Background: an optimization exercise with open tools, aiming at small area and a short achievable clock period. Do not read the settings as production practice. At most, simulation tests tie the RTL to the original design; equivalence was not proved. No functional check of the RTL was part of runs 2 to 5. Power and IR drop assume default switching activity.

--- flow/run.sh ---
#!/bin/bash
# synth_recipe.tcl (not shown) runs the flow's synth.tcl, then flattens the netlist and writes it again
# the make line also repeats each setting of config.mk as NAME=value (left out here)
make -C /OpenROAD-flow-scripts/flow DESIGN_CONFIG=/design/flow/config.mk WORK_HOME=/design/flow/orfs CLKGATE_MAP_FILE= SYNTH_SCRIPT=/design/flow/synth_recipe.tcl finish
--- flow/config.mk ---
export PLATFORM = sky130hd
export DESIGN_NAME = instr_fetch
export DESIGN_NICKNAME = instr_fetch
export VERILOG_FILES = /design/flow/design.v
export SDC_FILE = /design/flow/constraint.sdc
export NUM_CORES = 4
export LEC_CHECK = 0
export CAP_MARGIN = 20
export CORE_MARGIN = 2
export CORE_UTILIZATION = 45
export SLEW_MARGIN = 20
--- flow/constraint.sdc ---
create_clock -name core_clock -period 6.0 [get_ports {Clock}]
set_input_delay 1.2000 -clock core_clock [delete_from_list [all_inputs] [get_ports {Clock}]]
set_output_delay 1.2000 -clock core_clock [all_outputs]
set_load 0.01 [all_outputs]
--- flow/design.v ---
module instr_fetch #(
  parameter int         AW      = 8,
  parameter logic [3:0] HALT_OP = 4'hF,
  parameter logic [3:0] JMP_OP  = 4'hE
) (
  input  logic              Clock,
  input  logic              Reset,
  input  logic              Start,
  input  logic              LoadEn,
  input  logic [AW-1:0]     LoadAddr,
  input  logic [15:0]   LoadData,
  input  logic              Stall,
  output logic [15:0]   Instruction,
  output logic              InstrValid,
  output logic [AW-1:0]     PC,
  output logic              Halted
);
  typedef enum logic [1:0] {
    IDLE = 2'd0,
    RUN  = 2'd1,
    HALT = 2'd2
  } state_t;
  state_t            state;
  state_t            state_next;
  logic [AW-1:0]     pc_next;
  logic [15:0]   instr_next;
  logic              valid_next;
  logic              halted_next;
  logic              mem_we;
  logic [15:0]   word;
  logic [3:0]        opcode;
  logic [15:0]   mem [2**AW];
  assign word   = mem[PC];
  assign opcode = word[15 -: 4];
  assign mem_we = LoadEn && (state != RUN);
  always_ff @(posedge Clock) begin
    if (mem_we) begin
      mem[LoadAddr] <= LoadData;
    end
  end
  always_comb begin
    state_next  = state;
    pc_next     = PC;
    instr_next  = Instruction;
    valid_next  = InstrValid;
    halted_next = Halted;
    case (state)
      IDLE, HALT: begin
        valid_next = 1'b0;
        if (Start) begin
          state_next  = RUN;
          pc_next     = '0;
          halted_next = 1'b0;
        end
      end
      RUN: begin
        if (!Stall) begin
          if (opcode == JMP_OP) begin
            pc_next    = word[AW-1:0];
            valid_next = 1'b0;
          end else if (opcode == HALT_OP) begin
            state_next  = HALT;
            halted_next = 1'b1;
            valid_next  = 1'b0;
          end else begin
            instr_next = word;
            valid_next = 1'b1;
            pc_next    = PC + AW'(1);
          end
        end
      end
      default: begin
        state_next  = IDLE;
        pc_next     = '0;
        valid_next  = 1'b0;
        halted_next = 1'b0;
      end
    endcase
  end
  always_ff @(posedge Clock or negedge Reset) begin
    if (!Reset) begin
      state       <= IDLE;
      PC          <= '0;
      Instruction <= '0;
      InstrValid  <= 1'b0;
      Halted      <= 1'b0;
    end else begin
      state       <= state_next;
      PC          <= pc_next;
      Instruction <= instr_next;
      InstrValid  <= valid_next;
      Halted      <= halted_next;
    end
  end
endmodule
==> impl_metrics.env, run 1 <==
export IMPL_fin_skew_ns=0.0417
export IMPL_max_slew_margin=0.156
export IMPL_met2_usage=0.388
export IMPL_design_core_area_sq_um=350000
export IMPL_reg2regPathDepth=11
export IMPL_max_cap_violations=0
export IMPL_syn_area_sq_um=158000
export IMPL_die_x_um=597
export IMPL_cp_arrival_ns=6.28
export IMPL_synth_top_cell_by_area="edfxtp_1"
export IMPL_drive_gt1_frac=0.297
export IMPL_grt_pass1_vias=78000
export IMPL_drtIter0Drc=11000
export IMPL_drc=0
export IMPL_cts_hold_buf=0
export IMPL_synth_edf_count=4096
export IMPL_drt_wl_total_um=444000
export IMPL_nNetsFinal=7504
export IMPL_power_density_nw_per_um2=441
export IMPL_ys_seq_area_frac=0.781
export IMPL_synth_cells=6874
export IMPL_gp_congestion=0.935
export IMPL_grt_busiest_layer="met2"
export IMPL_avgSynthCellArea_sq_um=23.0
export IMPL_die_h_um=597
export IMPL_cts_buffers=418
export IMPL_r2r_setup_slack_ns=0.58
export IMPL_met3_usage=0.0522
export IMPL_fp_row_count=217
export IMPL_r2r_start="PC[0]"
export IMPL_synth_commonest_cells="edfxtp_1, mux4_2, nor2_1"
export IMPL_dpl_hpwl_um=265000
export IMPL_cts_resized=0
export IMPL_grt_pass1_wl_um=619000
export IMPL_cp_start_kind="register"
export IMPL_clk_latency_ns=0.96
export IMPL_syn2layout_area_growth_pct=14.1
export IMPL_h_tree_depth=5
export IMPL_peakVddDrop_mv=0.341
export IMPL_path_max_fanout=30
export IMPL_endpoint_kind="register"
export IMPL_detail_route_antenna_nets=0
export IMPL_synth_area_leaders="edfxtp_1, mux4_2, mux2i_1"
export IMPL_r2r_end="PC[3]"
export IMPL_cts_setup_buffers=0
export IMPL_synth_ff_type="edfxtp_1"
export IMPL_initial_utilization=0.453
export IMPL_yosys_area_top_type_share=0.777
export IMPL_multi_input_area_sq_um=32700
export IMPL_clockBufferDepth=4
export IMPL_dieArea_sq_um=356000
export IMPL_nFillCells=27000
export IMPL_max_freq_mhz=185
export IMPL_synth_cell_types=70
export IMPL_leakage_nw=55.5
export IMPL_port_buffers=54
export IMPL_hold_viol=0
export IMPL_cp_slowest_cell="dfrtp_4"
export IMPL_clockRootBuffer="clkbuf_16"
export IMPL_ios=55
export IMPL_drt_pass1_iterations=8
export IMPL_final_area_sq_um=181000
export IMPL_critPathKind="reg -> reg"
export IMPL_slew_violations=0
export IMPL_required_ns=6.86
export IMPL_synth_async_reset_ratio=0.00655
export IMPL_fin_crit_ns=5.42
export IMPL_status="complete, no violations"
export IMPL_yosysMostFrequentCell="edfxtp_1"
export IMPL_vias=78400
export IMPL_vias_per_cell=6.31
export IMPL_grt_usage=0.249
export IMPL_setup_viol=0
export IMPL_crit_chain="buf_4 > mux4_2 > mux2_2 > a221oi_1 > nor4_1 > nor4_1 > or4b_1 > or2_0 > or2_2 > and2b_1 > o221ai_1"
export IMPL_antenna_found_initial=31
export IMPL_numClockSinks=4123
export IMPL_cpMostUsedCell="nor4_1"
export IMPL_place_area_sq_um=168000
export IMPL_grt_util_met1=0.347
export IMPL_synth_seq_cells=4123
export IMPL_wl_per_cell_um=35.8
export IMPL_hold_class="in -> async"
export IMPL_cts_clk_slew_worst_paths_ns=0.06
export IMPL_cts_tree="yes"
export IMPL_grt_max_degree=225
export IMPL_rsz0062_at_grt="false"
export IMPL_fin_tns_setup_ns=0
export IMPL_seq_area_sq_um=124000
export IMPL_tightest_slew_ns=1.26
export IMPL_synth_nets=6904
export IMPL_fin_crit_sh=0.903
export IMPL_ys_warn_count=1
export IMPL_grt_overflow_total=0
export IMPL_slowest_delay_ns=1.12
==> power breakdown <==
group / internal [mW] / switching (mW) / leakage [nW] / total, mW
clock network: 14.0 / 10.9 / 6.29 / 24.9
logic: 9.05 / 13.3 / 12.1 / 22.4
registers: 31.8 / 0.586 / 37.1 / 32.4
total: 54.9 / 24.8 / 55.5 / 79.7
==> routing by layer <==
| layer | part of all wire | up-vias |
|---|---|---|
| met5 | 0.00022 | - |
| met4 | 0.041 | 14 |
| met3 | 0.10 | 757 |
| met2 | 0.47 | 4188 |
| met1 | 0.39 | 42700 |
| li1 | - | 30700 |
==> sequential cells by signal, summed over array words and instances (netlist names) <==
signal / flops
state: 1
PC: 8
Halted: 1
Instruction: 16
InstrValid: 1
mem: 4096
==> worst max-delay path: cells and delay by family (launching register included) <==
family,cells,cell delay (ns)
multiplexers,2,0.80
flip-flops,1,1.12
AND/OR/NAND/NOR,6,1.89
buffers and inverters,1,0.34
AO/OA/AOI/OAI,2,1.12
==> cells in the final DEF, fill, tap and decap left out, types with 37 or more instances in the layout <==
cell type,instances
buf_4,468
nor2_1,196
mux4_2,1061
mux2i_1,122
nor2_2,102
a22oi_1,126
clkinv_1,121
a221oi_1,85
o22ai_1,41
clkbuf_16,424
clkbuf_1,93
edfxtp_1,4096
a21oi_1,57
clkinv_2,52
clkdlybuf4s50_1,37
a22o_1,79
buf_12,63
nand3_1,45
nand2_1,121
==> cell type report <==
| class | count | share of cell area |
|---|---|---|
| clock inverter | 237 | 0.0110 |
| inverter | 8 | 0.000208 |
| multi-input combinational | 2336 | 0.181 |
| timing repair buffer | 587 | 0.0300 |
| antenna | 10 | 0.000139 |
| clock buffer | 519 | 0.0608 |
| sequential | 4123 | 0.685 |
| tap | 4599 | 0.0319 |
==> stage by stage <==
step	std cells	util	power, mW	hold WS [ns]	worst slack, ns
floorplan	6874	-	45.8	0.501	2.21
global placement	11700	0.479	55.2	0.523	0.746
detailed placement	11700	0.479	55.3	0.537	0.721
CTS	12400	0.516	80.0	0.260	0.811
global route	12400	0.516	81.9	0.324	0.646
finish	12400	0.516	79.7	0.307	0.580
==> kinds of logic (layout without fill, tap and decap cells) <==
kind of cell | after synthesis | count (layout) | share of synthesized area
simple gates | 612 | 612 | 0.0171
fa+ha+maj | 1 | 1 | 0.0000791
compound gates | 501 | 501 | 0.0237
mux | 1222 | 1222 | 0.163
flops | 4123 | 4123 | 0.781
other cells | 0 | 10 | 0
buf+inv | 415 | 1351 | 0.0143
==> how the worst max path moves through the flow <==
stage	start	to	slack (ns)	cells after the start
finish	PC[0]	PC[3]	0.58	11
global placement	PC[0]	PC[0]	0.75	12
global route	PC[0]	PC[0]	0.65	12
CTS	PC[0]	PC[5]	0.81	10
floorplan	PC[1]	Instruction[10]	2.21	10
detailed placement	LoadAddr[1]	mem[2][2]	0.72	5
==> inputs of run 2 (changes only) <==
==> flow/design.v (replaced) <==
module instr_fetch (
  input  logic        Clock,
  input  logic        Reset,
  input  logic        Start,
  input  logic        LoadEn,
  input  logic [7:0]  LoadAddr,
  input  logic [15:0] LoadData,
  input  logic        Stall,
  output logic [15:0] Instruction,
  output logic        InstrValid,
  output logic [7:0]  PC,
  output logic        Halted
);
  localparam logic [3:0] HALT_OP = 4'hF;
  localparam logic [3:0] JMP_OP  = 4'hE;
  logic               running;
  logic               wr_en;
  logic               wr_byp;     
  logic [7:0]         wr_addr;
  logic [15:0]        wr_data;
  logic               wr_en_k;
  logic [7:0]         wr_addr_n;
  always_ff @(posedge Clock) begin
    wr_en     <= LoadEn & ~running;
    wr_en_k   <= LoadEn & ~running;
    wr_byp    <= LoadEn & ~running & (LoadAddr == 8'd0);
    wr_addr   <= LoadAddr;
    wr_addr_n <= ~LoadAddr;
    wr_data   <= LoadData;
  end
  logic [255:0][15:0] store;
  logic [15:0]        wdec_hi, wdec_lo;
  logic [15:0]        kdec_hi, kdec_lo;
  always_comb begin
    wdec_hi = '0;
    wdec_lo = '0;
    kdec_hi = '0;
    kdec_lo = '0;
    wdec_hi[wr_addr[7:4]] = wr_en;
    wdec_lo[wr_addr[3:0]] = 1'b1;
    kdec_hi[~wr_addr_n[7:4]] = wr_en_k;
    kdec_lo[~wr_addr_n[3:0]] = 1'b1;
  end
  for (genvar i = 0; i < 256; i++) begin : g_row
    logic wsel, keep;
    assign wsel = wdec_hi[i / 16] & wdec_lo[i % 16];
    assign keep = ~(kdec_hi[i / 16] & kdec_lo[i % 16]);
    always_ff @(posedge Clock) begin
      store[i] <= (store[i] & {16{keep}}) | (wr_data & {16{wsel}});
    end
  end
  logic [15:0]        rd_hi, rd_lo;
  logic [255:0]       rsel;
  logic [15:0]        word;
  for (genvar i = 0; i < 256; i++) begin : g_rsel
    if (i == 0) begin : g_z
      assign rsel[i] = rd_hi[0] & rd_lo[0] & ~wr_byp;
    end else begin : g_nz
      assign rsel[i] = rd_hi[i / 16] & rd_lo[i % 16];
    end
  end
  for (genvar b = 0; b < 16; b++) begin : g_col
    logic [255:0] col;
    for (genvar i = 0; i < 256; i++) begin : g_bit
      assign col[i] = store[i][b] & rsel[i];
    end
    assign word[b] = (|col) | (wr_data[b] & wr_byp);
  end
  logic is_jmp, is_halt;
  assign is_jmp  = word[15:12] == JMP_OP;
  assign is_halt = word[15:12] == HALT_OP;
  logic [15:0] jhi, jlo;
  always_comb begin
    jhi = '0;
    jlo = '0;
    jhi[word[7:4]] = 1'b1;
    jlo[word[3:0]] = 1'b1;
  end
  always_ff @(posedge Clock) begin
    if (!running) begin
      rd_hi <= 16'd1;
      rd_lo <= 16'd1;
    end else if (!Stall && !is_halt) begin
      if (is_jmp) begin
        rd_hi <= jhi;
        rd_lo <= jlo;
      end else begin
        rd_lo <= {rd_lo[14:0], rd_lo[15]};
        if (rd_lo[15]) rd_hi <= {rd_hi[14:0], rd_hi[15]};
      end
    end
  end
  always_ff @(posedge Clock or negedge Reset) begin
    if (!Reset) begin
      running     <= 1'b0;
      PC          <= '0;
      Instruction <= '0;
      InstrValid  <= 1'b0;
      Halted      <= 1'b0;
    end else if (!running) begin
      InstrValid <= 1'b0;
      if (Start) begin
        running <= 1'b1;
        PC      <= '0;
        Halted  <= 1'b0;
      end
    end else if (!Stall) begin
      if (is_jmp) begin
        PC         <= word[7:0];
        InstrValid <= 1'b0;
      end else if (is_halt) begin
        running    <= 1'b0;
        Halted     <= 1'b1;
        InstrValid <= 1'b0;
      end else begin
        Instruction <= word;
        InstrValid  <= 1'b1;
        PC          <= PC + 8'd1;
      end
    end
  end
endmodule
==> impl_metrics.env, run 2 <==
export IMPL_synth_top_cell_by_area="dfxtp_1"
export IMPL_ys_warn_count=1
export IMPL_synth_ff_type="dfxtp_1"
export IMPL_gp_congestion=1.47
export IMPL_initial_utilization=0.452
export IMPL_yosysMostFrequentCell="a22o_1"
export IMPL_numClockSinks=4189
export IMPL_grt_pass1_vias=198000
export IMPL_die_h_um=593
export IMPL_ios=55
export IMPL_dpl_hpwl_um=1090000
export IMPL_h_tree_depth=5
export IMPL_yosys_area_top_type_share=0.533
export IMPL_clockBufferDepth=4
export IMPL_cts_setup_buffers=0
export IMPL_cts_buffers=438
export IMPL_grt_usage=0.972
export IMPL_ys_seq_area_frac=0.538
export IMPL_grt_overflow_total=13900
export IMPL_synth_cells=14400
export IMPL_grt_pass1_wl_um=2310000
export IMPL_synth_area_leaders="dfxtp_1, a22o_1, a22oi_1"
export IMPL_error="[ERROR GRT-0116] Global routing finished with congestion. Check the congestion regions in the DRC Viewer."
export IMPL_synth_commonest_cells="a22o_1, dfxtp_1, clkbuf_1"
export IMPL_status="did not finish"
export IMPL_syn_area_sq_um=156000
export IMPL_synth_nets=14500
export IMPL_synth_cell_types=90
export IMPL_avgSynthCellArea_sq_um=10.8
export IMPL_haltStage="global routing"
export IMPL_port_buffers=54
export IMPL_fp_row_count=216
export IMPL_die_x_um=593
export IMPL_clockRootBuffer="clkbuf_16"
export IMPL_synth_edf_count=0
export IMPL_synth_async_reset_ratio=0.00645
export IMPL_grt_max_degree=113
export IMPL_synth_seq_cells=4189
run 2: worst max path at each step:
stage,to,startpoint,slack [ns]
after floorplan,rd_lo[4],rd_lo[0],2.48
after global placement,rd_hi[11],rd_hi[4],-1.49
after CTS,rd_hi[4],rd_hi[4],0.05
after detailed placement,rd_hi[4],rd_hi[4],-0.56
run 2: cells by family after synthesis:
group	Yosys count	share of synthesized area
AO/OA/AOI/OAI	6575	0.353
XOR/XNOR	11	0.000665
adder cells (fa/ha/maj)	18	0.00144
buffers and inverters	1798	0.0468
flip-flops	4189	0.538
multiplexers	3	0.000208
AND/OR/NAND/NOR	1855	0.0601
run 2: routing by layer:
layer	overflow	GRT usage
met5	274	0.837
met4	2994	0.965
met3	2011	0.926
met2	6283	1.04
met1	2328	0.960
run 2: stage by stage:
step                utilization  worst slack [ns]  cells  area [sq um]  TNS, ns
global placement          0.492             -1.49  18900        170000   -44.59
floorplan                     -              2.48  14400        156000        0
detailed placement        0.495            -0.556  18900        171000    -6.76
CTS                       0.539            0.0549  19700        186000        0
run 2: power by group through the flow:
stage	clock network [mW]	logic (mW)	registers (mW)
after floorplan	0	5.44	29.2
after global placement	0	16.5	31.0
after detailed placement	0	16.5	31.0
after CTS	28.6	16.6	30.4
run 2: what timing repair did:
action,CTS
setup endpoints to repair,34
hold buffers,0
gates resized for setup,4
==> inputs of run 3 (changes only) <==
--- a/flow/design.v
+++ b/flow/design.v
@@ -28,9 +28,14 @@
     wr_addr_n <= ~LoadAddr;
     wr_data   <= LoadData;
   end
+  logic               phase;
   logic [255:0][15:0] store;
   logic [15:0]        wdec_hi, wdec_lo;
   logic [15:0]        kdec_hi, kdec_lo;
+  logic [15:0]        dd;
+  always_ff @(posedge Clock) begin
+    phase <= ~phase;
+  end
   always_comb begin
     wdec_hi = '0;
     wdec_lo = '0;
@@ -41,30 +46,27 @@
     kdec_hi[~wr_addr_n[7:4]] = wr_en_k;
     kdec_lo[~wr_addr_n[3:0]] = 1'b1;
   end
+  assign dd = wr_data ^ {16{phase}};
   for (genvar i = 0; i < 256; i++) begin : g_row
     logic wsel, keep;
     assign wsel = wdec_hi[i / 16] & wdec_lo[i % 16];
     assign keep = ~(kdec_hi[i / 16] & kdec_lo[i % 16]);
     always_ff @(posedge Clock) begin
-      store[i] <= (store[i] & {16{keep}}) | (wr_data & {16{wsel}});
+      store[i] <= ~((store[i] | {16{wsel}}) & (dd | {16{keep}}));
     end
   end
   logic [15:0]        rd_hi, rd_lo;
   logic [255:0]       rsel;
   logic [15:0]        word;
   for (genvar i = 0; i < 256; i++) begin : g_rsel
-    if (i == 0) begin : g_z
-      assign rsel[i] = rd_hi[0] & rd_lo[0] & ~wr_byp;
-    end else begin : g_nz
-      assign rsel[i] = rd_hi[i / 16] & rd_lo[i % 16];
-    end
+    assign rsel[i] = rd_hi[i / 16] & rd_lo[i % 16];
   end
   for (genvar b = 0; b < 16; b++) begin : g_col
     logic [255:0] col;
     for (genvar i = 0; i < 256; i++) begin : g_bit
       assign col[i] = store[i][b] & rsel[i];
     end
-    assign word[b] = (|col) | (wr_data[b] & wr_byp);
+    assign word[b] = wr_byp ? wr_data[b] : ((|col) ^ phase);
   end
   logic is_jmp, is_halt;
   assign is_jmp  = word[15:12] == JMP_OP;
--- a/flow/config.mk
+++ b/flow/config.mk
@@ -7,5 +7,6 @@
 export LEC_CHECK = 0
 export CAP_MARGIN = 20
 export CORE_MARGIN = 2
-export CORE_UTILIZATION = 45
+export CORE_UTILIZATION = 30
+export SETUP_SLACK_MARGIN = 2.5
 export SLEW_MARGIN = 20
==> impl_metrics.env, run 3 <==
export IMPL_status="did not finish"
export IMPL_synth_cell_types=80
export IMPL_error="[ERROR GRT-0116] Global routing finished with congestion. Check the congestion regions in the DRC Viewer."
export IMPL_fp_row_count=256
export IMPL_clockRootBuffer="clkbuf_16"
export IMPL_synth_edf_count=0
export IMPL_port_buffers=54
export IMPL_synth_cells=14700
export IMPL_synth_commonest_cells="o22ai_1, dfxtp_1, clkbuf_1"
export IMPL_gp_congestion=1.40
export IMPL_haltStage="global routing"
export IMPL_avgSynthCellArea_sq_um=9.96
export IMPL_yosys_area_top_type_share=0.569
export IMPL_dpl_hpwl_um=1030000
export IMPL_grt_pass1_wl_um=2170000
export IMPL_numClockSinks=4190
export IMPL_cts_hold_buf=0
export IMPL_h_tree_depth=5
export IMPL_clockBufferDepth=4
export IMPL_synth_area_leaders="dfxtp_1, o22ai_1, a22oi_1"
export IMPL_synth_seq_cells=4190
export IMPL_ys_seq_area_frac=0.573
export IMPL_ios=55
export IMPL_synth_top_cell_by_area="dfxtp_1"
export IMPL_grt_pass1_vias=184000
export IMPL_ys_warn_count=1
export IMPL_grt_overflow_total=200
export IMPL_yosysMostFrequentCell="o22ai_1"
export IMPL_grt_max_degree=128
export IMPL_initial_utilization=0.301
export IMPL_synth_async_reset_ratio=0.00644
export IMPL_grt_usage=0.674
export IMPL_synth_nets=14800
export IMPL_cts_buffers=437
export IMPL_syn_area_sq_um=147000
export IMPL_die_x_um=703
export IMPL_die_h_um=703
export IMPL_synth_ff_type="dfxtp_1"
==> run 3: changes by cell type after synthesis, sizes merged, moves of 59 or more <==
cell    before   now
a21oi      128   215
a221oi     134    63
a22o      4249    70
a22oi     1027  1145
a32oi      298   212
and2       142    83
buf        377   480
clkbuf    1359  1264
nand3      384   670
o22ai      275  4417
==> run 3: worst max path at each step <==
stage	end
CTS	rd_lo[2]
detailed placement	rd_lo[10]
global placement	Instruction[10]
floorplan	rd_hi[2]
==> run 3: kinds of logic after synthesis <==
| logic type | Yosys count | synth area share |
|---|---|---|
| DFF | 4190 | 0.573 |
| xor gates and xnor gates | 35 | 0.00219 |
| muxes | 13 | 0.000905 |
| buffers and inverters | 1815 | 0.0505 |
| AOI/OAI and AO/OA | 6538 | 0.299 |
| adders and majority gates | 16 | 0.00137 |
| and+or+nand+nor | 2110 | 0.0725 |
==> run 3: power groups by stage <==
stage / logic [mW] / clock network [mW] / registers [mW]
3_5_place_dp: 31.0 / 0 / 29.9
4_1_cts: 33.4 / 29.4 / 29.0
2_1_floorplan: 9.18 / 0 / 28.9
3_3_place_gp: 31.0 / 0 / 29.9
==> run 3: what timing repair did <==
action | 4_1_cts
pin swaps | 153
resized for setup | 540
endpoints found under the hold margin | 0
gates cloned | 12
endpoints found under the setup margin | 920
setup buffers | 175
==> run 3: through the flow <==
| stage | setup TNS (ns) | utilization | setup slack (ns) | cells | cell area, sq um |
|---|---|---|---|---|---|
| 2_1_floorplan | 0 | - | 2.51 | 14700 | 147000 |
| 3_3_place_gp | -19.03 | 0.347 | -0.714 | 21600 | 169000 |
| 3_5_place_dp | -1.66 | 0.352 | -0.252 | 21700 | 171000 |
| 4_1_cts | 0 | 0.393 | 0.933 | 22700 | 191000 |
==> run 3: per-layer routing <==
layer	overflow	track usage
met5	2	0.513
met4	82	0.611
met3	25	0.646
met2	82	0.744
met1	9	0.671
==> inputs of run 4 (changes only) <==
--- a/flow/config.mk
+++ b/flow/config.mk
@@ -8,5 +8,4 @@
 export CAP_MARGIN = 20
 export CORE_MARGIN = 2
 export CORE_UTILIZATION = 30
-export SETUP_SLACK_MARGIN = 2.5
 export SLEW_MARGIN = 20
==> impl_metrics.env, run 4 <==
export IMPL_grt_overflow_total=16200
export IMPL_syn_area_sq_um=147000
export IMPL_synth_seq_cells=4190
export IMPL_synth_nets=14800
export IMPL_synth_area_leaders="dfxtp_1, o22ai_1, a22oi_1"
export IMPL_ys_seq_area_frac=0.573
export IMPL_h_tree_depth=5
export IMPL_synth_ff_type="dfxtp_1"
export IMPL_clockRootBuffer="clkbuf_16"
export IMPL_haltStage="global routing"
export IMPL_port_buffers=54
export IMPL_clockBufferDepth=4
export IMPL_numClockSinks=4190
export IMPL_avgSynthCellArea_sq_um=9.96
export IMPL_synth_edf_count=0
export IMPL_fp_row_count=256
export IMPL_place_area_sq_um=168000
export IMPL_dp_cells=21500
export IMPL_dp_slack_ns=-2.74
export IMPL_synth_async_reset_ratio=0.00644
export IMPL_synth_top_cell_by_area="dfxtp_1"
export IMPL_yosys_area_top_type_share=0.569
export IMPL_grt_pass1_vias=240000
export IMPL_grt_max_degree=121
export IMPL_cts_buffers=415
export IMPL_grt_usage=0.819
export IMPL_dpl_hpwl_um=1120000
export IMPL_synth_cells=14700
export IMPL_yosysMostFrequentCell="o22ai_1"
export IMPL_die_x_um=703
export IMPL_die_h_um=703
export IMPL_error="[ERROR GRT-0116] Global routing finished with congestion. Check the congestion regions in the DRC Viewer."
export IMPL_ys_warn_count=1
export IMPL_status="did not finish"
export IMPL_ios=55
export IMPL_initial_utilization=0.301
export IMPL_grt_pass1_wl_um=2750000
export IMPL_synth_cell_types=80
export IMPL_gp_congestion=1.62
export IMPL_synth_commonest_cells="o22ai_1, dfxtp_1, clkbuf_1"
export IMPL_cts_hold_buf=0
## run 4: logic make-up after synthesis
kind of cell / share of synthesized area
flip-flops: 0.573
AND/OR/NAND/NOR: 0.0725
AO/OA/AOI/OAI: 0.299
multiplexers: 0.000905
XOR/XNOR: 0.00219
adder cells (fa/ha/maj): 0.00137
buffers and inverters: 0.0505
## run 4: stage by stage
step                 util  total power, mW  hold WS (ns)  TNS, ns
floorplan               -             38.1         0.404        0
CTS                 0.379             88.2         0.431        0
global placement    0.344             60.5         0.422   -69.44
detailed placement  0.346             59.8         0.421   -34.90
## run 4: how the worst max path moves through the flow
| stage | to | slack, ns | startpoint |
|---|---|---|---|
| 4_1_cts | rd_hi[4] | 0.002 | rd_lo[11] |
| 3_5_place_dp | rd_hi[10] | -2.74 | rd_lo[12] |
| 3_3_place_gp | rd_hi[10] | -3.20 | rd_lo[12] |
| 2_1_floorplan | rd_hi[2] | 2.23 | rd_hi[1] |
## run 4: routing by layer
| metal | overflow | GRT usage |
|---|---|---|
| met1 | 2927 | 0.833 |
| met2 | 6909 | 0.890 |
| met3 | 2806 | 0.763 |
| met4 | 3212 | 0.764 |
| met5 | 306 | 0.635 |
## run 4: timing repair
action / CTS
setup buffers: 33
pin swaps: 24
hold endpoints to repair: 0
endpoints found under the setup margin: 38
gates resized for setup: 124
## run 4: power groups by stage
stage	clock, mW	sequential (mW)	combinational [mW]
2_1_floorplan	0	28.9	9.16
3_3_place_gp	0	30.1	30.5
3_5_place_dp	0	30.0	29.8
4_1_cts	28.4	29.2	30.5
==> inputs of run 5 (changes only) <==
--- a/flow/design.v
+++ b/flow/design.v
@@ -1,3 +1,21 @@
+module if_cell (
+  input  logic Clock,
+  input  logic wsel,    
+  input  logic keep,    
+  input  logic dd,      
+  output logic q
+);
+  always_ff @(posedge Clock) begin
+    q <= ~((q | wsel) & (dd | keep));
+  end
+endmodule
+module if_col (
+  input  logic [255:0] q,
+  input  logic [255:0] rsel,
+  output logic         y
+);
+  assign y = |(q & rsel);
+endmodule
 module instr_fetch (
   input  logic        Clock,
   input  logic        Reset,
@@ -18,56 +36,53 @@
   logic               wr_byp;     
   logic [7:0]         wr_addr;
   logic [15:0]        wr_data;
-  logic               wr_en_k;
-  logic [7:0]         wr_addr_n;
+  logic               phase;
   always_ff @(posedge Clock) begin
-    wr_en     <= LoadEn & ~running;
-    wr_en_k   <= LoadEn & ~running;
-    wr_byp    <= LoadEn & ~running & (LoadAddr == 8'd0);
-    wr_addr   <= LoadAddr;
-    wr_addr_n <= ~LoadAddr;
-    wr_data   <= LoadData;
+    wr_en   <= LoadEn & ~running;
+    wr_byp  <= LoadEn & ~running & (LoadAddr == 8'd0);
+    wr_addr <= LoadAddr;
+    wr_data <= LoadData;
+    phase   <= ~phase;
   end
-  logic               phase;
-  logic [255:0][15:0] store;
-  logic [15:0]        wdec_hi, wdec_lo;
-  logic [15:0]        kdec_hi, kdec_lo;
-  logic [15:0]        dd;
-  always_ff @(posedge Clock) begin
-    phase <= ~phase;
-  end
+  logic [15:0]  wdec_hi, wdec_lo;
+  logic [255:0] wsel, keep;
+  logic [15:0]  dd;
   always_comb begin
     wdec_hi = '0;
     wdec_lo = '0;
-    kdec_hi = '0;
-    kdec_lo = '0;
     wdec_hi[wr_addr[7:4]] = wr_en;
     wdec_lo[wr_addr[3:0]] = 1'b1;
-    kdec_hi[~wr_addr_n[7:4]] = wr_en_k;
-    kdec_lo[~wr_addr_n[3:0]] = 1'b1;
+  end
+  for (genvar i = 0; i < 256; i++) begin : g_wsel
+    assign wsel[i] = wdec_hi[i / 16] & wdec_lo[i % 16];
+    assign keep[i] = ~wsel[i];
   end
   assign dd = wr_data ^ {16{phase}};
-  for (genvar i = 0; i < 256; i++) begin : g_row
-    logic wsel, keep;
-    assign wsel = wdec_hi[i / 16] & wdec_lo[i % 16];
-    assign keep = ~(kdec_hi[i / 16] & kdec_lo[i % 16]);
-    always_ff @(posedge Clock) begin
-      store[i] <= ~((store[i] | {16{wsel}}) & (dd | {16{keep}}));
-    end
-  end
-  logic [15:0]        rd_hi, rd_lo;
-  logic [255:0]       rsel;
-  logic [15:0]        word;
+  logic [15:0]  rd_hi, rd_lo;
+  logic [255:0] rsel;
   for (genvar i = 0; i < 256; i++) begin : g_rsel
     assign rsel[i] = rd_hi[i / 16] & rd_lo[i % 16];
   end
+  logic [255:0][15:0] cells;
+  logic [15:0][255:0] cols;
+  logic [15:0]        raw;
+  logic [15:0]        word;
+  for (genvar i = 0; i < 256; i++) begin : g_word
+    for (genvar b = 0; b < 16; b++) begin : g_bit
+      if_cell u_cell (
+        .Clock (Clock),
+        .wsel  (wsel[i]),
+        .keep  (keep[i]),
+        .dd    (dd[b]),
+        .q     (cells[i][b])
+      );
+      assign cols[b][i] = cells[i][b];
+    end
+  end
   for (genvar b = 0; b < 16; b++) begin : g_col
-    logic [255:0] col;
-    for (genvar i = 0; i < 256; i++) begin : g_bit
-      assign col[i] = store[i][b] & rsel[i];
-    end
-    assign word[b] = wr_byp ? wr_data[b] : ((|col) ^ phase);
+    if_col u_col (.q(cols[b]), .rsel(rsel), .y(raw[b]));
   end
+  assign word = wr_byp ? wr_data : (raw ^ {16{phase}});
   logic is_jmp, is_halt;
   assign is_jmp  = word[15:12] == JMP_OP;
   assign is_halt = word[15:12] == HALT_OP;
--- a/flow/config.mk
+++ b/flow/config.mk
@@ -7,5 +7,7 @@
 export LEC_CHECK = 0
 export CAP_MARGIN = 20
 export CORE_MARGIN = 2
-export CORE_UTILIZATION = 30
+export CORE_UTILIZATION = 40
+export SETUP_SLACK_MARGIN = 3.0
 export SLEW_MARGIN = 20
+export SYNTH_HIERARCHICAL = 1
==> impl_metrics.env, run 5 <==
export IMPL_status="complete, no violations"
export IMPL_dp_cells=17000
export IMPL_synth_ff_type="dfxtp_1"
export IMPL_synth_nets=12100
export IMPL_dieArea_sq_um=354000
export IMPL_syn2layout_area_growth_pct=24.5
export IMPL_clk_latency_ns=1.00
export IMPL_max_slew_margin=0.113
export IMPL_synth_commonest_cells="dfxtp_1, o22ai_1, a22o_1"
export IMPL_synth_edf_count=0
export IMPL_fin_crit_ns=4.63
export IMPL_h_tree_depth=5
export IMPL_final_cells=18100
export IMPL_drt_pass1_iterations=9
export IMPL_wl_per_cell_um=32.7
export IMPL_final_area_sq_um=174000
export IMPL_fp_row_count=216
export IMPL_clockRootBuffer="clkbuf_16"
export IMPL_grt_pass1_vias=119000
export IMPL_critPathBufInv=5
export IMPL_synth_compound_area_frac=0.342
export IMPL_rsz0062_at_grt="true"
export IMPL_path_max_fanout=9
export IMPL_synth_cell_types=64
export IMPL_synth_adder_area_share=0.000717
export IMPL_leakage_nw=66.5
export IMPL_critPathKind="reg -> reg"
export IMPL_ios=55
export IMPL_largest_reg_flops=4096
export IMPL_dpl_hpwl_um=374000
export IMPL_ys_warn_count=8
export IMPL_endpoint_kind="register"
export IMPL_design_core_area_sq_um=347000
export IMPL_synth_top_cell_by_area="dfxtp_1"
export IMPL_grt_overflow_total=0
export IMPL_largest_register="g_word.g_bit.u_cell.q"
export IMPL_required_ns=6.91
export IMPL_clockBufferDepth=4
export IMPL_max_cap_violations=0
export IMPL_die_x_um=595
export IMPL_synth_xor_area_frac=0.00244
export IMPL_numClockSinks=4182
export IMPL_nFillCells=30000
export IMPL_synth_top_family_by_area="compound AO/OA/AOI/OAI gates"
export IMPL_initial_utilization=0.403
export IMPL_grt_max_degree=133
export IMPL_crit_chain="buf_12 > and2_4 > buf_8 > a22o_4 > a221oi_4 > nand4_1 > nor4_4 > nand4_1 > buf_6 > nor4b_4 > a311o_2 > and3_4 > buf_12 > nand2b_4 > buf_6 > or3_1 > a31oi_1"
export IMPL_hold_class="reg -> reg"
export IMPL_critical_path_top_delay_family="simple AND/OR/NAND/NOR gates"
export IMPL_cts_tree="yes"
export IMPL_slew_violations=0
export IMPL_detail_route_antenna_nets=0
export IMPL_slowest_delay_ns=0.65
export IMPL_grt_usage=0.316
export IMPL_cts_hold_buf=0
export IMPL_die_h_um=595
export IMPL_yosysMostFrequentCell="dfxtp_1"
export IMPL_max_freq_mhz=216
export IMPL_drtIter0Drc=15300
export IMPL_synth_async_reset_ratio=0.00646
export IMPL_yosys_area_top_type_share=0.596
export IMPL_ys_seq_area_frac=0.601
export IMPL_place_area_sq_um=150000
export IMPL_cts_clk_slew_worst_paths_ns=0.06
export IMPL_cp_arrival_ns=5.54
export IMPL_synth_area_leaders="dfxtp_1, o22ai_1, a22o_1"
export IMPL_synth_cells=12000
export IMPL_final_common_cell="dfxtp_1"
export IMPL_synthMuxAreaShare=0.000905
export IMPL_cp_start_kind="register"
export IMPL_tightest_slew_ns=1.33
export IMPL_nNetsFinal=13200
export IMPL_syn_area_sq_um=140000
export IMPL_drt_wl_total_um=591000
export IMPL_cp_slowest_cell="nor4_4"
export IMPL_synth_simple_gate_area_share=0.0478
export IMPL_port_buffers=54
export IMPL_vias=126000
export IMPL_synth_seq_cells=4182
export IMPL_antenna_found_initial=40
export IMPL_peakVddDrop_mv=0.388
export IMPL_hold_viol=0
export IMPL_fin_skew_ns=0.0733
export IMPL_gp_congestion=0.976
export IMPL_drc=0
export IMPL_drive_gt1_frac=0.220
export IMPL_cts_buffers=419
export IMPL_setup_viol=0
export IMPL_fin_crit_sh=0.771
export IMPL_most_common_layout_cells="dfxtp_1, o22ai_1, a22o_1"
export IMPL_avgSynthCellArea_sq_um=11.6
export IMPL_vias_per_cell=6.98
export IMPL_power_density_nw_per_um2=449
export IMPL_grt_pass1_wl_um=844000
==> run 5: cell types whose count changed after synthesis, sizes merged, moves of 461 or more <==
cell | before | now
clkbuf | 1264 | 121
a221oi | 63 | 1024
a22o | 70 | 1031
nand3 | 670 | 15
a22oi | 1145 | 1
buf | 480 | 19
==> run 5: through the flow <==
stage / total power, mW / util / worst slack (ns) / TNS (ns) / hold WS [ns]
after global placement: 47.9 / 0.432 / -0.159 / -0.308 / 0.429
final: 78.0 / 0.501 / 1.37 / 0 / 0.441
after CTS: 76.6 / 0.493 / 1.55 / 0 / 0.445
after floorplan: 37.8 / - / 1.54 / 0 / 0.422
after detailed placement: 48.1 / 0.433 / 0.0950 / 0 / 0.437
after global routing: 79.2 / 0.501 / 1.42 / 0 / 0.452
==> run 5: final timing paths <==
check / startpoint / to / slack (ns) / cells after the start
max: rd_hi[11] / rd_hi[13] / 1.37 / 17
min: g_word[227].g_bit[6].u_cell.q / g_word[227].g_bit[6].u_cell.q / 0.44 / 1
max reg2reg: rd_hi[11] / rd_hi[13] / 1.37 / 17
min reg2reg: g_word[227].g_bit[6].u_cell.q / g_word[227].g_bit[6].u_cell.q / 0.44 / 1
max in group asynchronous: Reset / PC[1] / 5.11 / 2
min in group asynchronous: Reset / Instruction[8] / 0.60 / 2
==> run 5: report_power, final <==
| part | switching (mW) | internal (mW) |
|---|---|---|
| clock | 11.5 | 16.1 |
| sequential | 1.52 | 29.5 |
| combinational | 12.7 | 6.70 |
==> run 5: cell type report <==
type / count / area [sq um] / share of cell area
Sequential cell: 4182 / 84000 / 0.483
Multi-Input combinational cell: 7672 / 60400 / 0.348
Clock buffer: 588 / 12100 / 0.0698
Timing Repair Buffer: 832 / 8910 / 0.0513
Tap cell: 4578 / 5730 / 0.0329
Clock inverter: 188 / 2380 / 0.0137
Inverter: 29 / 176 / 0.00101
Antenna cell: 37 / 92.6 / 0.000533
Timing Repair inverter: 2 / 12.5 / 0.0000720
==> run 5: logic make-up after synthesis <==
group | Yosys count
AOI/OAI and AO/OA | 6315
xor gates and xnor gates | 38
adders and majority gates | 8
buffers and inverters | 172
DFF | 4182
muxes | 9
and+or+nand+nor | 1300
==> run 5: worst reg2reg max path: stages (launching register included) <==
cell	delay, ns
dfxtp_4	0.46
buf_12	0.23
and2_4	0.17
buf_8	0.13
a22o_4	0.24
a221oi_4	0.21
nand4_1	0.46
nor4_4	0.65
nand4_1	0.23
buf_6	0.19
nor4b_4	0.30
a311o_2	0.23
and3_4	0.24
buf_12	0.11
nand2b_4	0.06
buf_6	0.12
or3_1	0.35
a31oi_1	0.17
==> run 5: per-layer routing <==
metal  up-vias  part of all wire  global-route usage
li1      53700                 -                   -
met1     63300              0.39               0.405
met2      7513              0.43               0.469
met3      1810              0.11              0.0820
met4        22             0.074               0.208
met5         -           0.00023                   0
==> run 5: what timing repair did <==
item,4_1_cts,5_1_grt
buffers inserted,189,107
cloned,5,5
setup endpoints to repair,4181,4136
hold endpoints to repair,0,0
resized for setup,1104,382
pin swaps,172,143
==> run 5: modules after synthesis, one instance, submodules excluded <==
module,flops+latches,copies in the design,area [sq um]
instr_fetch,86,1,8740
if_col,0,16,1450
if_cell,1,4096,26.3
==> inputs of run 6 (changes only) <==
--- a/flow/design.v
+++ b/flow/design.v
@@ -12,9 +12,10 @@
 module if_col (
   input  logic [255:0] q,
   input  logic [255:0] rsel,
+  input  logic         extra,
   output logic         y
 );
-  assign y = |(q & rsel);
+  assign y = (|(q & rsel)) | extra;
 endmodule
 module instr_fetch (
   input  logic        Clock,
@@ -29,8 +30,6 @@
   output logic [7:0]  PC,
   output logic        Halted
 );
-  localparam logic [3:0] HALT_OP = 4'hF;
-  localparam logic [3:0] JMP_OP  = 4'hE;
   logic               running;
   logic               wr_en;
   logic               wr_byp;     
@@ -47,11 +46,9 @@
   logic [15:0]  wdec_hi, wdec_lo;
   logic [255:0] wsel, keep;
   logic [15:0]  dd;
-  always_comb begin
-    wdec_hi = '0;
-    wdec_lo = '0;
-    wdec_hi[wr_addr[7:4]] = wr_en;
-    wdec_lo[wr_addr[3:0]] = 1'b1;
+  for (genvar k = 0; k < 16; k++) begin : g_wdec
+    assign wdec_hi[k] = wr_en & (wr_addr[7:4] == 4'(k));
+    assign wdec_lo[k] = (wr_addr[3:0] == 4'(k));
   end
   for (genvar i = 0; i < 256; i++) begin : g_wsel
     assign wsel[i] = wdec_hi[i / 16] & wdec_lo[i % 16];
@@ -61,7 +58,11 @@
   logic [15:0]  rd_hi, rd_lo;
   logic [255:0] rsel;
   for (genvar i = 0; i < 256; i++) begin : g_rsel
-    assign rsel[i] = rd_hi[i / 16] & rd_lo[i % 16];
+    if (i == 0) begin : g_z
+      assign rsel[i] = rd_hi[0] & rd_lo[0] & ~wr_byp;
+    end else begin : g_nz
+      assign rsel[i] = rd_hi[i / 16] & rd_lo[i % 16];
+    end
   end
   logic [255:0][15:0] cells;
   logic [15:0][255:0] cols;
@@ -80,32 +81,35 @@
     end
   end
   for (genvar b = 0; b < 16; b++) begin : g_col
-    if_col u_col (.q(cols[b]), .rsel(rsel), .y(raw[b]));
+    if_col u_col (.q(cols[b]), .rsel(rsel), .extra(dd[b] & wr_byp), .y(raw[b]));
   end
-  assign word = wr_byp ? wr_data : (raw ^ {16{phase}});
-  logic is_jmp, is_halt;
-  assign is_jmp  = word[15:12] == JMP_OP;
-  assign is_halt = word[15:12] == HALT_OP;
+  assign word = raw ^ {16{phase}};
+  logic spec, is_jmp, is_halt;
+  logic adv, step, jump, hold;
   logic [15:0] jhi, jlo;
-  always_comb begin
-    jhi = '0;
-    jlo = '0;
-    jhi[word[7:4]] = 1'b1;
-    jlo[word[3:0]] = 1'b1;
+  assign spec    = word[15] & word[14] & word[13];
+  assign is_jmp  = spec & ~word[12];
+  assign is_halt = spec & word[12];
+  assign adv     = running & ~Stall;
+  assign step    = adv & ~spec;
+  assign jump    = adv & is_jmp;
+  assign hold    = running & (Stall | is_halt);
+  for (genvar k = 0; k < 16; k++) begin : g_jdec
+    assign jhi[k] = (word[7:4] == 4'(k));
+    assign jlo[k] = (word[3:0] == 4'(k));
+  end
+  logic [15:0] rd_hi_n, rd_lo_n;
+  for (genvar k = 0; k < 16; k++) begin : g_rdn
+    localparam int KM = (k + 15) % 16;
+    assign rd_lo_n[k] = (~running & (k == 0)) | (hold & rd_lo[k]) |
+                        (step & rd_lo[KM]) | (jump & jlo[k]);
+    assign rd_hi_n[k] = (~running & (k == 0)) |
+                        ((hold | (step & ~rd_lo[15])) & rd_hi[k]) |
+                        (step & rd_lo[15] & rd_hi[KM]) | (jump & jhi[k]);
   end
   always_ff @(posedge Clock) begin
-    if (!running) begin
-      rd_hi <= 16'd1;
-      rd_lo <= 16'd1;
-    end else if (!Stall && !is_halt) begin
-      if (is_jmp) begin
-        rd_hi <= jhi;
-        rd_lo <= jlo;
-      end else begin
-        rd_lo <= {rd_lo[14:0], rd_lo[15]};
-        if (rd_lo[15]) rd_hi <= {rd_hi[14:0], rd_hi[15]};
-      end
-    end
+    rd_hi <= rd_hi_n;
+    rd_lo <= rd_lo_n;
   end
   always_ff @(posedge Clock or negedge Reset) begin
     if (!Reset) begin
==> impl_metrics.env, run 6 <==
export IMPL_numClockSinks=4182
export IMPL_fin_tns_setup_ns=0
export IMPL_max_cap_violations=0
export IMPL_syn2layout_area_growth_pct=22.4
export IMPL_wl_per_cell_um=34.0
export IMPL_grt_pass1_vias=118000
export IMPL_clk_latency_ns=1.02
export IMPL_fin_skew_ns=0.0919
export IMPL_drc=0
export IMPL_synth_cells=12100
export IMPL_endpoint_kind="register"
export IMPL_critPathKind="reg -> reg"
export IMPL_grt_pass1_wl_um=857000
export IMPL_antenna_found_initial=40
export IMPL_max_freq_mhz=234
export IMPL_tightest_slew_ns=1.34
export IMPL_crit_chain="and2_1 > buf_6 > a221oi_4 > nand4_1 > nor4_4 > buf_4 > nand4_1 > nor4b_4 > buf_4 > o22ai_4 > buf_6 > o211ai_1 > o2bb2ai_1"
export IMPL_clockRootBuffer="clkbuf_16"
export IMPL_hold_start="g_word[255].g_bit[8].u_cell.q"
export IMPL_synth_async_reset_ratio=0.00646
export IMPL_setup_viol=0
export IMPL_detail_route_antenna_nets=0
export IMPL_ys_warn_count=8
export IMPL_rsz0062_at_grt="true"
export IMPL_fin_crit_sh=0.713
export IMPL_fin_crit_ns=4.28
export IMPL_grt_usage=0.333
export IMPL_h_tree_depth=5
export IMPL_power_mw=66.2
export IMPL_most_common_layout_cells="dfxtp_1, o22ai_1, a22oi_1"
export IMPL_syn_area_sq_um=136000
export IMPL_initial_utilization=0.402
export IMPL_vias_per_cell=7.08
export IMPL_r2r_setup_slack_ns=1.72
export IMPL_die_h_um=588
export IMPL_synth_ff_type="dfxtp_1"
export IMPL_yosys_area_top_type_share=0.610
export IMPL_cts_tree="yes"
export IMPL_nNetsFinal=13100
export IMPL_cts_buffers=422
export IMPL_peakVddDrop_mv=0.316
export IMPL_slew_violations=0
export IMPL_grt_overflow_total=0
export IMPL_vias=127000
export IMPL_final_common_cell="dfxtp_1"
export IMPL_design_core_area_sq_um=340000
export IMPL_status="complete, no violations"
export IMPL_grt_max_degree=146
export IMPL_cp_start_kind="register"
export IMPL_largest_register="g_word.g_bit.u_cell.q"
export IMPL_r2r_end="PC[3]"
export IMPL_drt_pass1_iterations=7
export IMPL_synth_seq_cells=4182
export IMPL_drt_wl_total_um=610000
export IMPL_avgSynthCellArea_sq_um=11.3
export IMPL_clockBufferDepth=4
export IMPL_required_ns=6.92
export IMPL_cp_arrival_ns=5.20
export IMPL_ys_seq_area_frac=0.615
export IMPL_dieArea_sq_um=346000
export IMPL_drtIter0Drc=18700
export IMPL_synth_nets=12100
export IMPL_path_max_fanout=17
export IMPL_power_density_nw_per_um2=397
export IMPL_cts_clk_slew_worst_paths_ns=0.07
export IMPL_yosysMostFrequentCell="dfxtp_1"
export IMPL_fin_util=0.491
export IMPL_reg2regPathDepth=13
export IMPL_nFillCells=29900
export IMPL_ios=55
export IMPL_port_buffers=54
export IMPL_slowest_delay_ns=0.59
export IMPL_synth_top_cell_by_area="dfxtp_1"
export IMPL_hold_viol=0
export IMPL_synth_commonest_cells="dfxtp_1, o22ai_1, a22oi_1"
export IMPL_largest_reg_flops=4096
export IMPL_drive_gt1_frac=0.168
export IMPL_synth_area_leaders="dfxtp_1, o22ai_1, a22oi_1"
export IMPL_cp_slowest_cell="nor4_4"
export IMPL_max_slew_margin=0.0994
export IMPL_crit_path_start="rd_lo[11]"
export IMPL_synth_cell_types=58
export IMPL_hold_class="reg -> reg"
export IMPL_dpl_hpwl_um=390000
export IMPL_r2r_start="rd_lo[11]"
export IMPL_gp_congestion=1.01
export IMPL_holdWs_ns=0.440
export IMPL_leakage_nw=63.4
export IMPL_die_x_um=588
export IMPL_cts_hold_buf=0
export IMPL_synth_edf_count=0
export IMPL_fp_row_count=214
export IMPL_crit_end="PC[3]"
## run 6: cell count changes after synthesis, moves of 43 or more
cell / previous run / this run
nand4_1: 279 / 322
a22oi_1: 1 / 848
nand3_1: 15 / 79
o21ai_0: 73 / 14
inv_1: 29 / 132
nor2_1: 273 / 184
a22o_1: 1031 / 578
a221oi_2: 512 / 32
## run 6: worst min-delay path by stage
stage / cells after the start / end
floorplan: 1 / g_word[24].g_bit[0].u_cell.q
CTS: 1 / g_word[144].g_bit[4].u_cell.q
global route: 1 / g_word[103].g_bit[1].u_cell.q
detailed placement: 1 / g_word[59].g_bit[7].u_cell.q
finish: 1 / g_word[255].g_bit[8].u_cell.q
global placement: 1 / g_word[13].g_bit[10].u_cell.q
## run 6: metal layers
| metal | up-vias | track usage | routed length [um] |
|---|---|---|---|
| li1 | 53200 | - | - |
| met1 | 63600 | 0.436 | 238000 |
| met2 | 8294 | 0.472 | 250000 |
| met3 | 1792 | 0.114 | 79600 |
| met4 | 34 | 0.198 | 42300 |
| met5 | - | 0.00629 | 606 |
## run 6: area by class of cell
cell class	count	area, sq um	area share
inverters	134	901	0.00539
repair buffers	612	6170	0.0369
clock inverters	157	1970	0.0118
diodes	26	65.1	0.000390
well taps	4536	5680	0.0340
clock buffers	620	12600	0.0753
flip-flops and latches	4182	84000	0.503
multi-input cells	7676	55600	0.333
## run 6: critical path, delay by kind of cell, from the launching register on
| kind | cells | cell delay [ns] |
|---|---|---|
| compound gates | 4 | 1.04 |
| simple gates | 5 | 1.77 |
| buf+inv | 4 | 0.80 |
| flops | 1 | 0.52 |
## run 6: Yosys stat by module, one instance, submodules excluded
module,cell area (sq um),flops+latches,copies in the design,cells inside
instr_fetch,8130,86,1,1341
if_col,1290,0,16,160
if_cell,26.3,1,4096,2
## run 6: stage by stage
| stage | setup slack [ns] | area [sq um] | cells |
|---|---|---|---|
| floorplan | 0.291 | 137000 | 12100 |
| global placement | 0.219 | 146000 | 16900 |
| detailed placement | 0.432 | 146000 | 16900 |
| CTS | 2.00 | 165000 | 17900 |
| global route | 1.83 | 167000 | 17900 |
| finish | 1.72 | 167000 | 17900 |
## run 6: repair_timing
| action | in CTS | in global routing |
|---|---|---|
| buffers inserted | 157 | 50 |
| gates resized for setup | 912 | 309 |
| pin swaps | 126 | 111 |
| setup endpoints to repair | 3926 | 1793 |
| cloned | 6 | 9 |
## run 6: cell families after synthesis
family,synth area share
DFF,0.615
adders and majority gates,0.0000917
xor gates and xnor gates,0.00199
muxes,0.00115
buffers and inverters,0.00676
AOI/OAI and AO/OA,0.319
and+or+nand+nor,0.0560
## run 6: power breakdown
group          switching, mW  internal [mW]
Combinational           5.56           3.25
Sequential             0.915           28.9
Clock                   11.5           16.1
==> inputs of run 7 (changes only) <==
--- a/flow/config.mk
+++ b/flow/config.mk
@@ -7,7 +7,9 @@
 export LEC_CHECK = 0
 export CAP_MARGIN = 20
 export CORE_MARGIN = 2
-export CORE_UTILIZATION = 40
+export CORE_UTILIZATION = 55
+export CTS_CLUSTER_DIAMETER = 80
+export CTS_CLUSTER_SIZE = 22
 export SETUP_SLACK_MARGIN = 3.0
 export SLEW_MARGIN = 20
 export SYNTH_HIERARCHICAL = 1
==> impl_metrics.env, run 7 <==
export IMPL_yosys_area_top_type_share=0.610
export IMPL_wl_per_cell_um=36.1
export IMPL_setup_viol=0
export IMPL_cts_buffers=209
export IMPL_synth_commonest_cells="dfxtp_1, o22ai_1, a22oi_1"
export IMPL_dp_cells=15700
export IMPL_drive_gt1_frac=0.127
export IMPL_worst_slack_ns=1.80
export IMPL_fin_tns_setup_ns=0
export IMPL_grt_pass1_wl_um=825000
export IMPL_rsz0062_at_grt="true"
export IMPL_drtIter0Drc=18600
export IMPL_nFillCells=19900
export IMPL_cts_tree="yes"
export IMPL_cp_arrival_ns=4.99
export IMPL_ys_seq_area_frac=0.615
export IMPL_dpl_hpwl_um=377000
export IMPL_power_mw=53.4
export IMPL_fin_skew_ns=0.0563
export IMPL_dp_slack_ns=0.752
export IMPL_drt_pass1_iterations=8
export IMPL_initial_utilization=0.554
export IMPL_largest_register="g_word.g_bit.u_cell.q"
export IMPL_cp_start_kind="register"
export IMPL_power_density_nw_per_um2=344
export IMPL_avgSynthCellArea_sq_um=11.3
export IMPL_antenna_found_initial=49
export IMPL_syn_area_sq_um=136000
export IMPL_synth_ff_type="dfxtp_1"
export IMPL_ys_warn_count=8
export IMPL_r2r_start="rd_lo[7]"
export IMPL_max_freq_mhz=238
export IMPL_drt_wl_total_um=582000
export IMPL_largest_reg_flops=4096
export IMPL_nNetsFinal=12800
export IMPL_clockRootBuffer="clkbuf_16"
export IMPL_grt_overflow_total=0
export IMPL_clockBufferDepth=3
export IMPL_dieArea_sq_um=252000
export IMPL_fp_row_count=182
export IMPL_clk_latency_ns=0.93
export IMPL_p_clk_frac=0.291
export IMPL_gp_congestion=1.03
export IMPL_synth_cells=12100
export IMPL_synth_top_cell_by_area="dfxtp_1"
export IMPL_vias_per_cell=7.77
export IMPL_die_x_um=502
export IMPL_ios=55
export IMPL_vias=125000
export IMPL_fin_crit_sh=0.701
export IMPL_hold_viol=0
export IMPL_numClockSinks=4182
export IMPL_power_frac_seq=0.559
export IMPL_max_cap_violations=0
export IMPL_internal_power_mw=38.3
export IMPL_p_sw_mw=15.1
export IMPL_grt_usage=0.441
export IMPL_tightest_slew_ns=1.35
export IMPL_most_common_layout_cells="dfxtp_1, o22ai_1, a22oi_1"
export IMPL_required_ns=6.78
export IMPL_path_max_fanout=16
export IMPL_pwr_share_comb=0.151
export IMPL_h_tree_depth=4
export IMPL_synth_async_reset_ratio=0.00646
export IMPL_reg2regPathDepth=14
export IMPL_min_path_cells=1
export IMPL_synth_seq_cells=4182
export IMPL_holdWs_ns=0.446
export IMPL_cts_hold_buf=0
export IMPL_synth_nets=12100
export IMPL_synth_edf_count=0
export IMPL_max_slew_margin=0.0972
export IMPL_die_h_um=502
export IMPL_hold_start="g_word[208].g_bit[2].u_cell.q"
export IMPL_status="complete, no violations"
export IMPL_final_cells=16100
export IMPL_critPathKind="reg -> reg"
export IMPL_grt_pass1_vias=115000
export IMPL_syn2layout_area_growth_pct=13.9
export IMPL_crit_path_start="rd_lo[7]"
export IMPL_detail_route_antenna_nets=0
export IMPL_leakage_nw=58.8
export IMPL_endpoint_kind="register"
export IMPL_hold_class="reg -> reg"
export IMPL_yosysMostFrequentCell="dfxtp_1"
export IMPL_grt_max_degree=145
export IMPL_drc=0
export IMPL_synth_area_leaders="dfxtp_1, o22ai_1, a22oi_1"
export IMPL_slew_violations=0
export IMPL_synth_cell_types=58
export IMPL_fin_crit_ns=4.20
export IMPL_final_common_cell="dfxtp_1"
export IMPL_sw_frac_of_total=0.283
export IMPL_port_buffers=54
export IMPL_cts_clk_slew_worst_paths_ns=0.09
export IMPL_design_core_area_sq_um=246000
export IMPL_peakVddDrop_mv=0.411
-- run 7: cell types whose count changed in the layout (fill, tap and decap cells not counted), sizes merged, moves of 7 or more --
cell,change
bufinv,-35
clkinv,-91
buf,-33
clkbuf,-397
clkdlybuf4s15,-7
clkinvlp,-42
dlygate4sd2,+9
inv,+26
-- run 7: layout make-up --
class	instances	area, sq um	share of cell area
sequential	4182	84000	0.541
multi-input combinational	7675	55100	0.355
timing repair buffer	576	5640	0.0363
clock buffer	224	5420	0.0349
tap	3312	4140	0.0267
inverter	134	800	0.00515
clock inverter	15	203	0.00130
antenna	25	62.6	0.000403
-- run 7: routing by layer --
metal / GRT usage / routed length, um
met5: 0.00309 / 314
met4: 0.263 / 42500
met3: 0.148 / 79200
met2: 0.622 / 239000
met1: 0.584 / 222000
-- run 7: power by group through the flow --
stage | clock network (mW) | registers, mW | logic (mW)
after floorplan | 0 | 30.0 | 3.04
after global placement | 0 | 30.4 | 5.79
after detailed placement | 0 | 30.5 | 5.84
after CTS | 15.4 | 29.8 | 7.15
after global routing | 16.4 | 29.9 | 8.04
final | 15.5 | 29.8 | 8.05
-- run 7: path summary, 6_finish.rpt --
path / end / slack [ns]
hold / removal: g_word[208].g_bit[2].u_cell.q / 0.45
min in group asynchronous: Instruction[5] / 0.72
setup reg to reg: rd_lo[2] / 1.80
setup / recovery: rd_lo[2] / 1.80
max in group asynchronous: Instruction[12] / 4.88
hold reg to reg: g_word[208].g_bit[2].u_cell.q / 0.45
-- run 7: worst max-delay path: stages, from the launching register on --
cell and delay, ns:
dfxtp_4 0.49, buf_8 0.23, and2_4 0.22, a22oi_1 0.22, nand4_1 0.26, nor4_4 0.64, and3_4 0.38, nand4_1 0.26
nor4b_4 0.39, buf_6 0.17, buf_12 0.11, buf_12 0.09, nor3_4 0.05, buf_12 0.20, a221o_1 0.34
-- run 7: repair_timing --
item	CTS	global route
pin swaps	116	44
setup endpoints to repair	3327	2078
gates cloned	11	4
setup buffers	163	38
endpoints found under the hold margin	0	0
resized for setup	898	129
-- run 7: cells by family (layout without fill, tap and decap cells) --
kind of cell             count (synthesis)  count (layout)  share of synthesized area
multiplexers                            15              16                    0.00115
AND/OR/NAND/NOR                       1379            1380                     0.0560
AO/OA/AOI/OAI                         6246            6247                      0.319
XOR/XNOR                                31              31                    0.00199
adder cells (fa/ha/maj)                  1               1                  0.0000917
flip-flops                            4182            4182                      0.615
other                                    0              25                          0
buffers and inverters                  239             949                    0.00676
-- run 7: per-module statistics from Yosys (local to each module, per instance) --
module,flip-flops and latches,cells inside,times used,cell area (sq um)
if_cell,1,2,4096,26.3
if_col,0,160,16,1290
instr_fetch,86,1341,1,8130
-- run 7: through the flow --
step | util | instance area, sq um
floorplan | - | 137000
global placement | 0.584 | 144000
detailed placement | 0.584 | 144000
CTS | 0.626 | 154000
global route | 0.630 | 155000
finish | 0.631 | 155000
==> inputs of run 8 (changes only) <==
--- a/flow/design.v
+++ b/flow/design.v
@@ -9,13 +9,19 @@
     q <= ~((q | wsel) & (dd | keep));
   end
 endmodule
-module if_col (
-  input  logic [255:0] q,
-  input  logic [255:0] rsel,
-  input  logic         extra,
-  output logic         y
+module if_rsel (
+  input  logic [15:0]  hi,
+  input  logic [15:0]  lo,
+  input  logic         byp,
+  output logic [255:0] rsel
 );
-  assign y = (|(q & rsel)) | extra;
+  for (genvar i = 0; i < 256; i++) begin : g_rsel
+    if (i == 0) begin : g_z
+      assign rsel[i] = hi[0] & lo[0] & ~byp;
+    end else begin : g_nz
+      assign rsel[i] = hi[i / 16] & lo[i % 16];
+    end
+  end
 endmodule
 module instr_fetch (
   input  logic        Clock,
@@ -57,13 +63,7 @@
   assign dd = wr_data ^ {16{phase}};
   logic [15:0]  rd_hi, rd_lo;
   logic [255:0] rsel;
-  for (genvar i = 0; i < 256; i++) begin : g_rsel
-    if (i == 0) begin : g_z
-      assign rsel[i] = rd_hi[0] & rd_lo[0] & ~wr_byp;
-    end else begin : g_nz
-      assign rsel[i] = rd_hi[i / 16] & rd_lo[i % 16];
-    end
-  end
+  if_rsel u_rsel (.hi(rd_hi), .lo(rd_lo), .byp(wr_byp), .rsel(rsel));
   logic [255:0][15:0] cells;
   logic [15:0][255:0] cols;
   logic [15:0]        raw;
@@ -81,7 +81,7 @@
     end
   end
   for (genvar b = 0; b < 16; b++) begin : g_col
-    if_col u_col (.q(cols[b]), .rsel(rsel), .extra(dd[b] & wr_byp), .y(raw[b]));
+    assign raw[b] = (|(cols[b] & rsel)) | (dd[b] & wr_byp);
   end
   assign word = raw ^ {16{phase}};
   logic spec, is_jmp, is_halt;
==> impl_metrics.env, run 8 <==
export IMPL_error="[ERROR GRT-0116] Global routing finished with congestion. Check the congestion regions in the DRC Viewer."
export IMPL_synth_commonest_cells="dfxtp_1, o22ai_1, a22oi_1"
export IMPL_ys_seq_area_frac=0.610
export IMPL_synth_seq_cells=4182
export IMPL_port_buffers=54
export IMPL_grt_max_degree=135
export IMPL_h_tree_depth=4
export IMPL_gp_congestion=1.62
export IMPL_syn_area_sq_um=137000
export IMPL_dpl_hpwl_um=924000
export IMPL_synth_top_cell_by_area="dfxtp_1"
export IMPL_synth_cells=12600
export IMPL_die_x_um=504
export IMPL_grt_pass1_vias=177000
export IMPL_synth_nets=12600
export IMPL_synth_cell_types=62
export IMPL_synth_async_reset_ratio=0.00646
export IMPL_numClockSinks=4182
export IMPL_initial_utilization=0.553
export IMPL_yosysMostFrequentCell="dfxtp_1"
export IMPL_place_area_sq_um=152000
export IMPL_synth_area_leaders="dfxtp_1, o22ai_1, a22oi_1"
export IMPL_synth_edf_count=0
export IMPL_die_h_um=504
export IMPL_grt_usage=1.10
export IMPL_yosys_area_top_type_share=0.605
export IMPL_status="did not finish"
export IMPL_grt_overflow_total=27400
export IMPL_haltStage="global routing"
export IMPL_synth_ff_type="dfxtp_1"
export IMPL_avgSynthCellArea_sq_um=10.9
export IMPL_cts_hold_buf=0
export IMPL_fp_row_count=183
export IMPL_cts_buffers=212
export IMPL_ys_warn_count=8
export IMPL_grt_pass1_wl_um=1890000
export IMPL_clockRootBuffer="clkbuf_16"
export IMPL_ios=55
export IMPL_clockBufferDepth=3
==> run 8: cell count changes after synthesis, moves of 32 or more <==
cell	previous run	this run
nand4_1	322	354
a22oi_1	848	1142
a221oi_1	544	448
inv_1	132	262
clkbuf_1	84	542
a22o_1	578	453
a21oi_1	49	11
nor2_1	184	30
==> run 8: how the worst max path moves through the flow <==
stage                           endpoint  cells after the start      start  slack [ns]
after floorplan                rd_hi[13]                     10      phase        0.21
after global placement             PC[2]                     16   rd_lo[8]       -1.56
after detailed placement  Instruction[0]                     16   rd_lo[8]       -0.73
after CTS                 Instruction[0]                     16  rd_lo[14]        1.22
==> run 8: layer usage <==
layer | track usage | overflow
met5 | 0.944 | 455
met4 | 1.06 | 3762
met3 | 1.02 | 3606
met2 | 1.24 | 14000
met1 | 1.05 | 5547
==> run 8: metrics by stage <==
step           worst slack, ns  power (mW)  setup TNS (ns)  cells
4_1_cts                   1.22        54.5               0  17100
3_3_place_gp             -1.56        38.8          -75.43  16800
2_1_floorplan            0.206        33.8               0  12600
3_5_place_dp            -0.728        38.9          -32.43  16800
==> run 8: modules after synthesis, one instance, submodules excluded <==
module       area (sq um)  flip-flops and latches  copies in the design
instr_fetch         27900                      86                     1
if_rsel              1930                       0                     1
if_cell              26.3                       1                  4096
==> run 8: power groups by stage <==
stage | logic (mW) | registers, mW | clock network (mW)
4_1_cts | 8.04 | 30.8 | 15.6
2_1_floorplan | 3.12 | 30.7 | 0
3_5_place_dp | 7.47 | 31.4 | 0
3_3_place_gp | 7.45 | 31.4 | 0
==> run 8: what timing repair did <==
item,4_1_cts
setup endpoints to repair,3436
gates resized for setup,486
gates cloned,3
setup buffers,67
pin swaps,101
==> run 8: cells by family after synthesis <==
logic type,after synthesis,share of synthesized area
xor gates and xnor gates,31,0.00211
and+or+nand+nor,1243,0.0500
AOI/OAI and AO/OA,6236,0.312
adders and majority gates,1,0.0000910
DFF,4182,0.610
buffers and inverters,857,0.0252
muxes,10,0.000801

[afterwards: timing with drivers on the ports]
In the flow no input, the clock included, has a driving cell. The finished layouts below were timed again as built, in two steps. Step 1 sets driving cells, clkbuf_16 on the clock port and buf_2 on the other inputs (assumed; they add their load-dependent delay and slew). Step 2, shift: input delay + t, output delay - t, t = (earliest + latest rising clock arrival at the registers) / 2. This alone moves slack from input paths to output paths. Slacks: ideal / step 1 / step 2; pairs: ideal / step 1.
run | t, ns | setup WS [ns] | clock arrival spread, ns | slew at the worst register clock pin (ns) | cell pins on the clock port's net
run 1 | 1.055 | 0.580 / 0.580 / 0.580 | 0.063 / 0.063 | 0.07 / 0.07 | 1
run 5 | 1.084 | 1.372 / 1.372 / 1.372 | 0.080 / 0.080 | 0.07 / 0.07 | 1
run 6 | 1.083 | 1.723 / 1.723 / 1.723 | 0.093 / 0.094 | 0.07 / 0.07 | 1
run 7 | 1.003 | 1.796 / 1.796 / 1.796 | 0.057 / 0.056 | 0.10 / 0.10 | 1
After both steps every run listed still meets setup and hold.
